What follows belongs to an exercise in optimizing a design on an open flow for small area, a short achievable clock period and few clock cycles; a production flow would make more cautious choices.
Only simulation tests tie the RTL to the original design; equivalence was not proved.
No activity file was given, so power comes from the tool's default toggle rates.

==> job 2290: inputs <==
Design qsim_top, start of the top module:
module qsim_top
(
  input  wire        clk,
  input  wire        reset_n,
  input  wire        dut_valid,
  output wire        dut_ready,
  output wire        q_state_input_sram_write_enable,
  output qsim_pkg::addr_t q_state_input_sram_write_address,
  output qsim_pkg::word_t q_state_input_sram_write_data,
  output qsim_pkg::addr_t q_state_input_sram_read_address,
  input  qsim_pkg::word_t q_state_input_sram_read_data,
  output wire        q_state_output_sram_write_enable,
  output qsim_pkg::addr_t q_state_output_sram_write_address,
  output qsim_pkg::word_t q_state_output_sram_write_data,
  input  qsim_pkg::word_t q_state_output_sram_read_data,
  output wire        scratchpad_sram_write_enable,
  output qsim_pkg::addr_t scratchpad_sram_write_address,
  output qsim_pkg::word_t scratchpad_sram_write_data,
  output qsim_pkg::addr_t scratchpad_sram_read_address,
  input  qsim_pkg::word_t scratchpad_sram_read_data,
  output qsim_pkg::addr_t q_gates_sram_read_address,
  input  qsim_pkg::word_t q_gates_sram_read_data
);
==> flow/config.mk <==
export PLATFORM = sky130hd
export DESIGN_NAME = qsim_top
export DESIGN_NICKNAME = qsim_top
export VERILOG_FILES = /design/flow/design.v
export SDC_FILE = /design/flow/constraint.sdc
export NUM_CORES = 4
export LEC_CHECK = 0
export CAP_MARGIN = 20
export CORE_MARGIN = 2
export CORE_UTILIZATION = 40
export SLEW_MARGIN = 20
==> flow/constraint.sdc <==
create_clock -name core_clock -period 9.0 [get_ports {clk}]
set_input_delay 1.8000 -clock core_clock [delete_from_list [all_inputs] [get_ports {clk}]]
set_output_delay 1.8000 -clock core_clock [all_outputs]
set_load 0.01 [all_outputs]
standard.sh (not shown) runs the stock make flow with config.mk's settings and CLKGATE_MAP_FILE= SYNTH_SCRIPT=/design/flow/synth_recipe.tcl, a recipe that flattens the netlist after the stock synthesis.
==> flow/flow/run.sh <==
#!/bin/bash
set -euo pipefail
export SETUP_SLACK_MARGIN=${MARGIN:-5.5}
export BUFFER_PORTS_ARGS="-buffer_cell sky130_fd_sc_hd__buf_2"
sed '1s/-nofsm -noshare /-nofsm -noshare -noabc /' synth_recipe.tcl > synth_noabc.tcl
grep -q -- '-noabc' synth_noabc.tcl
sed 's#/synth_recipe\.tcl#/synth_noabc.tcl#g' standard.sh > standard_noabc.sh
grep -q 'synth_noabc.tcl' standard_noabc.sh
bash standard_noabc.sh > standard.log 2>&1
==> inputs of job 3119, as changes to job 2290 <==
--- a/flow/flow/run.sh
+++ b/flow/flow/run.sh
@@ -1,6 +1,6 @@
 #!/bin/bash
 set -euo pipefail
-export SETUP_SLACK_MARGIN=${MARGIN:-5.5}
+export SETUP_SLACK_MARGIN=${MARGIN:-5.8}
 export BUFFER_PORTS_ARGS="-buffer_cell sky130_fd_sc_hd__buf_2"
 sed '1s/-nofsm -noshare /-nofsm -noshare -noabc /' synth_recipe.tcl > synth_noabc.tcl
 grep -q -- '-noabc' synth_noabc.tcl
==> comparison <==
Job 2290 completed without violations. Job 3119 ran to the end with no violations.
Against job 3119, the final area of job 2290 is smaller by about 8%.
Synthesized cell count is the same in job 3119 and job 2290.
Sequential cell count is the same in job 2290 and job 3119.
Between job 3119 and job 2290, the lower power is in job 2290 (gap about 5%, measured against job 2290).
Against job 2290, the clock power of job 3119 is smaller by about 2%.
Between job 2290 and job 3119, the lower via count is in job 2290 (gap about 8%, measured against job 3119).
==> figures <==
Clock network latency to the later pin of the worst-skew pair: job 2290 650 ps; job 3119 630 ps
Status: job 2290 complete, no violations; job 3119 complete, no violations
HPWL Detailed: job 2290 64100 um; job 3119 64180 um
Power in combinational cells: job 2290 0.00906 W; job 3119 0.00989 W
Clock Power Share: job 2290 14.6%; job 3119 13.6%
Switching Fraction: job 2290 43.28%; job 3119 43.61%
Combined buffer and inverter count along the critical path: job 2290 0; job 3119 3
Worst setup slack after layout: job 2290 5557 ps; job 3119 5736 ps
Largest net degree at the start of global routing: job 2290 49; job 3119 48
Post-cts gate resize count: job 2290 43; job 3119 154
Clock buf/inv share: job 2290 4.614%; job 3119 4.055%
Critical Path Sink: job 2290 qsim_cmac_i.r2019; job 3119 qsim_cmac_i.r2011
Highest routed layer: job 2290 met5; job 3119 met4
Wire length of the first global-routing pass: job 2290 155900 um; job 3119 174000 um
Testbench counts of job 2290, summed over its fixed seeds: cycles 16,392.
Testbench counts of job 3119, summed over its fixed seeds: cycles 16,392.

[afterwards: timing with drivers on the ports]
The flow's constraints put no driver on any port. The routed layouts listed below were extracted and timed again, unchanged, in two steps.
Step 1 assumes that a clkbuf_16 drives the clock port and a buf_2 every other input.
Step 2 also shifts input and output timing later by t, the mid clock arrival at the registers, as if the neighbouring blocks saw the same clock.
a / b / c = ideal ports / drivers / drivers and shift; a / b = the first two.
| run | t, ns | setup WS [ns] | worst register clock-pin slew, ns |
|---|---|---|---|
| job 2290 | 0.682 | 5.557 / 5.557 / 5.080 | 0.06 / 0.06 |
| job 3119 | 0.680 | 5.736 / 5.736 / 5.246 | 0.07 / 0.07 |
After both steps every run listed still meets setup and hold. The setup slack of job 3119, which loses most, moves by 0.000 ns with the drivers and by -0.490 ns with both steps.
